Background: an optimization exercise with open tools, aiming at small area. Do not read the settings as production practice. At most, simulation tests tie the RTL to the original design; equivalence was not proved. No activity file was given, so power comes from the tool's default toggle rates.

==> inputs of build 89 <==
==> flow/design.v <==
package riscv_pkg;
  localparam int XLEN       = 32;
  localparam int REG_ADDR_W = 5;
  localparam int NUM_REGS   = 32;
  localparam logic [REG_ADDR_W-1:0] REG_ZERO = 5'd0;
  typedef logic [XLEN-1:0]       word_t;
  typedef logic [REG_ADDR_W-1:0] reg_addr_t;
endpackage
module rf_read_port #(
  parameter int XLEN  = riscv_pkg::XLEN,
  parameter int NREGS = riscv_pkg::NUM_REGS,
  parameter int AW    = riscv_pkg::REG_ADDR_W
) (
  input  logic            reset,
  input  logic [AW-1:0]   addr,
  input  logic [NREGS-1:1][XLEN-1:0] regs,
  input  logic            we,
  input  logic [AW-1:0]   wa,
  input  logic [XLEN-1:0] wd,
  output logic [XLEN-1:0] rd
);
  always_comb begin
    rd = '0;
    if (addr != '0) begin
      rd = regs[addr];
    end
  end
  logic unused_bypass;
  assign unused_bypass = &{1'b0, reset, we, wa, wd};
endmodule
module reg_file #(
  parameter int XLEN  = riscv_pkg::XLEN,
  parameter int NREGS = riscv_pkg::NUM_REGS,
  parameter int AW    = riscv_pkg::REG_ADDR_W
) (
  input  logic            clk,
  input  logic            reset,
  input  logic [AW-1:0]   A1,
  input  logic [AW-1:0]   A2,
  input  logic [AW-1:0]   A3,
  input  logic [XLEN-1:0] WD3,
  input  logic            WE3,
  output logic [XLEN-1:0] RD1,
  output logic [XLEN-1:0] RD2
);
  logic [NREGS-1:1][XLEN-1:0] regs;
  always_ff @(posedge clk) begin
    if (reset) begin
      for (int i = 1; i < NREGS; i++) begin
        regs[i] <= '0;
      end
    end else if (WE3 && (A3 != '0)) begin
      regs[A3] <= WD3;
    end
  end
  rf_read_port #(.XLEN(XLEN), .NREGS(NREGS), .AW(AW)) u_rd1 (
    .reset (reset),
    .addr  (A1),
    .regs  (regs),
    .we    (WE3),
    .wa    (A3),
    .wd    (WD3),
    .rd    (RD1)
  );
  rf_read_port #(.XLEN(XLEN), .NREGS(NREGS), .AW(AW)) u_rd2 (
    .reset (reset),
    .addr  (A2),
    .regs  (regs),
    .we    (WE3),
    .wa    (A3),
    .wd    (WD3),
    .rd    (RD2)
  );
endmodule
==> flow/run.sh <==
#!/bin/bash
# synth_recipe.tcl (not shown) runs the flow's synth.tcl, then flattens the netlist and writes it again
# the make line also repeats each setting of config.mk as NAME=value (left out here)
make -C /OpenROAD-flow-scripts/flow DESIGN_CONFIG=/design/flow/config.mk WORK_HOME=/design/flow/orfs CLKGATE_MAP_FILE= SYNTH_SCRIPT=/design/flow/synth_recipe.tcl finish
==> flow/config.mk <==
export PLATFORM = sky130hd
export DESIGN_NAME = reg_file
export DESIGN_NICKNAME = reg_file
export VERILOG_FILES = /design/flow/design.v
export SDC_FILE = /design/flow/constraint.sdc
export NUM_CORES = 4
export LEC_CHECK = 0
export CAP_MARGIN = 20
export CORE_MARGIN = 2
export CORE_UTILIZATION = 40
export SLEW_MARGIN = 20
==> flow/constraint.sdc <==
create_clock -name core_clock -period 8.0 [get_ports {clk}]
set_input_delay 1.6000 -clock core_clock [delete_from_list [all_inputs] [get_ports {clk}]]
set_output_delay 1.6000 -clock core_clock [all_outputs]
set_load 0.01 [all_outputs]
==> inputs of trial 45, as changes to build 89 <==
==> flow/design.v, changed modules only <==
module rf_read_port #(
  parameter int XLEN  = riscv_pkg::XLEN,
  parameter int NREGS = riscv_pkg::NUM_REGS,
  parameter int AW    = riscv_pkg::REG_ADDR_W
) (
  input  logic [AW-1:0]   addr,
  input  logic [NREGS-1:1][XLEN-1:0] regs,
  output logic [XLEN-1:0] rd
);
  logic [NREGS-1:1] sel;
  always_comb begin
    for (int i = 1; i < NREGS; i++) begin
      sel[i] = (addr == AW'(i));
    end
  end
  for (genvar b = 0; b < XLEN; b++) begin : g_bit
    logic [NREGS-1:1] col;
    for (genvar r = 1; r < NREGS; r++) begin : g_row
      assign col[r] = regs[r][b];
    end
    rf_read_bit #(.NREGS(NREGS)) u_bit (
      .sel (sel),
      .col (col),
      .rd  (rd[b])
    );
  end
endmodule
module rf_read_bit #(
  parameter int NREGS = riscv_pkg::NUM_REGS
) (
  input  logic [NREGS-1:1] sel,
  input  logic [NREGS-1:1] col,
  output logic             rd
);
  localparam int NG = (NREGS - 2) / 3;
  logic [NG-1:0] grp_n;
  for (genvar g = 0; g < NG; g++) begin : g_grp
    rf_aoi222 u_aoi (
      .s0 (sel[3*g+1]), .d0 (col[3*g+1]),
      .s1 (sel[3*g+2]), .d1 (col[3*g+2]),
      .s2 (sel[3*g+3]), .d2 (col[3*g+3]),
      .y  (grp_n[g])
    );
  end
  rf_read_or #(.NG(NG)) u_or (
    .grp_n (grp_n),
    .s     (sel[NREGS-1]),
    .d     (col[NREGS-1]),
    .rd    (rd)
  );
endmodule
module rf_aoi222 (
  input  logic s0, d0, s1, d1, s2, d2,
  output logic y
);
  assign y = ~((s0 & d0) | (s1 & d1) | (s2 & d2));
endmodule
module rf_read_or #(
  parameter int NG = 10
) (
  input  logic [NG-1:0] grp_n,
  input  logic          s,
  input  logic          d,
  output logic          rd
);
  assign rd = ~(&grp_n) | (s & d);
endmodule
module reg_file #(
  parameter int XLEN  = riscv_pkg::XLEN,
  parameter int NREGS = riscv_pkg::NUM_REGS,
  parameter int AW    = riscv_pkg::REG_ADDR_W
) (
  input  logic            clk,
  input  logic            reset,
  input  logic [AW-1:0]   A1,
  input  logic [AW-1:0]   A2,
  input  logic [AW-1:0]   A3,
  input  logic [XLEN-1:0] WD3,
  input  logic            WE3,
  output logic [XLEN-1:0] RD1,
  output logic [XLEN-1:0] RD2
);
  logic [NREGS-1:1][XLEN-1:0] regs;
  logic [XLEN-1:0]            wd_g;    
  logic [NREGS-1:1]           ld;      
  logic [NREGS-1:1]           hold;    
  assign wd_g = reset ? '0 : WD3;
  localparam int LW = AW / 2;           
  localparam int HW = AW - LW;          
  logic [(1<<HW)-1:0] wr_hi;
  logic [(1<<LW)-1:0] wr_lo;
  always_comb begin
    for (int k = 0; k < (1 << HW); k++) begin
      wr_hi[k] = reset | (WE3 & (A3[AW-1:LW] == HW'(k)));
    end
    for (int j = 0; j < (1 << LW); j++) begin
      wr_lo[j] = reset | (A3[LW-1:0] == LW'(j));
    end
    for (int i = 1; i < NREGS; i++) begin
      ld[i]   = wr_hi[i >> LW] & wr_lo[i & ((1 << LW) - 1)];
      hold[i] = ~ld[i];
    end
  end
  for (genvar r = 1; r < NREGS; r++) begin : g_row
    for (genvar b = 0; b < XLEN; b++) begin : g_bit
      rf_cell u_cell (
        .clk  (clk),
        .ld   (ld[r]),
        .hold (hold[r]),
        .d    (wd_g[b]),
        .q    (regs[r][b])
      );
    end
  end
  rf_read_port #(.XLEN(XLEN), .NREGS(NREGS), .AW(AW)) u_rd1 (
    .addr  (A1),
    .regs  (regs),
    .rd    (RD1)
  );
  rf_read_port #(.XLEN(XLEN), .NREGS(NREGS), .AW(AW)) u_rd2 (
    .addr  (A2),
    .regs  (regs),
    .rd    (RD2)
  );
endmodule
module rf_cell (
  input  logic clk,
  input  logic ld,
  input  logic hold,
  input  logic d,
  output logic q
);
  always_ff @(posedge clk) begin
    q <= (ld & d) | (hold & q);
  end
endmodule
==> flow/flow/run.sh (new file) <==
#!/bin/bash
# The standard layout, with two ORFS settings added to its config.mk:
#  - clock tree synthesis without dummy loads (same clustering as config.mk)
#  - port buffers of the small buf_1 cell instead of the default delay buffer
# The full ORFS output goes to standard.log; ORFS's own step logs stay under orfs/logs.
set -euo pipefail
cat >> config.mk <<'EOT'
export CTS_ARGS = -sink_clustering_enable -repair_clock_nets -sink_clustering_size 24 -sink_clustering_max_diameter 80 -buf_list {sky130_fd_sc_hd__clkbuf_8 sky130_fd_sc_hd__clkbuf_16} -dont_use_dummy_load
export BUFFER_PORTS_ARGS = -buffer_cell sky130_fd_sc_hd__buf_1
EOT
bash standard.sh > standard.log 2>&1
==> flow/standard.sh (new file) <==
#!/bin/bash
# synth_recipe.tcl (not shown) runs the flow's synth.tcl, then flattens the netlist and writes it again
# the make line also repeats each setting of config.mk as NAME=value (left out here)
make -C /OpenROAD-flow-scripts/flow DESIGN_CONFIG=/design/flow/config.mk WORK_HOME=/design/flow/orfs CLKGATE_MAP_FILE= SYNTH_SCRIPT=/design/flow/synth_recipe.tcl "${@:-finish}"
Settings changed: BUFFER_PORTS_ARGS set to -buffer_cell sky130_fd_sc_hd__buf_1, CAP_MARGIN 20 to 16, CTS_ARGS set to -sink_clustering_enable -repair_clock_nets -sink_clustering_size 24 -sink_clustering_max_diameter 80 -buf_list {sky130_fd_sc_hd__clkbuf_8 sky130_fd_sc_hd__clkbuf_16} -dont_use_dummy_load, CTS_BUF_LIST set to sky130_fd_sc_hd__clkbuf_8 sky130_fd_sc_hd__clkbuf_16, CTS_CLUSTER_DIAMETER set to 80, CTS_CLUSTER_SIZE set to 24, SLEW_MARGIN 20 to 16, SYNTH_HIERARCHICAL set to 1.
removed: flow/run.sh
==> run summary <==
- Synthesized cell count: build 89 is higher than trial 45 (66%).
- Of trial 45 and build 89, trial 45 has the higher sequential share of layout area (gap 14 points).
- Of trial 45 and build 89, trial 45 has the higher worst setup slack (gap 0.94 ns).
- Against trial 45, the core utilization of build 89 is lower by 0.63 points.
- Against build 89, the combinational power of trial 45 is lower by about 3%.
- Of build 89 and trial 45, build 89 has the higher die area (gap 47%, measured against trial 45).
- Against build 89, the global-route usage of trial 45 is higher by 11 points.
- Against trial 45, the wire length of build 89 is lower by 1.8%.
- Of trial 45 and build 89, build 89 has the higher clock power (gap about 47%, measured against build 89).
==> figures <==
quantity                                                                  build 89    trial 45
Summed instance area of the synthesized netlist                         0.0562 mm2  0.0380 mm2
Final estimated routing congestion in global placement                       0.887       0.957
Share of cell area taken by multi-input logic gates                          0.538       0.438
Largest fanout on the critical path                                             26          32
Average footprint of a synthesized cell                                   10.9 um2    12.3 um2
Sequential-to-total area share from yosys stat                               0.353       0.523
Antenna violations before repair                                                 1          14
Comb power                                                                 1550 uW     1500 uW
Power Clock                                                                5260 uW     2780 uW
Internal cell power                                                        8610 uW     7130 uW
Grt met1 use                                                                 0.351       0.479
Count of routing violations after the opening detailed-route iteration        3994       10500
Instance count on the critical path                                             12           7
Layout-to-synthesis area ratio                                              1.115x      1.134x
Seq pwr                                                                    5000 uW     5890 uW
Run status                                                timing/DRC/antenna clean  timing/DRC/antenna clean
CTS HTree Levels                                                                 3           2
Routed length on met3                                                     11700 um    31200 um
Fin area                                                                0.0627 mm2  0.0431 mm2
Only the layout flow was run in build 89; the RTL was not checked for function there.

separate check: timing with driven ports:
In the flow no input, the clock included, has a driving cell. The finished layouts below were timed again as built, in two steps. Step 1 assumes that a clkbuf_16 drives the clock port and a buf_2 every other input. Step 2 moves the port delays by t, midway between the first and last clock arrival at a register: inputs arrive t later, outputs are due t later. That takes back most of the time a late clock gives input paths. Three values: ideal, step 1, step 2; two values: the first two.
| run | t, ns | setup slack, ns | worst setup path at the end | slew at the worst register clock pin (ns) | cell pins on the clock port's net |
|---|---|---|---|---|---|
| build 89 | 0.820 | 0.656 / 0.539 / 0.539 | input to output | 0.07 / 0.07 | 1 |
| trial 45 | 0.705 | 1.596 / 1.553 / 1.553 | input to output | 0.11 / 0.11 | 1 |
After both steps every run listed still meets setup and hold. The setup slack of build 89, which loses most, moves by -0.117 ns with the drivers and by -0.117 ns with both steps.
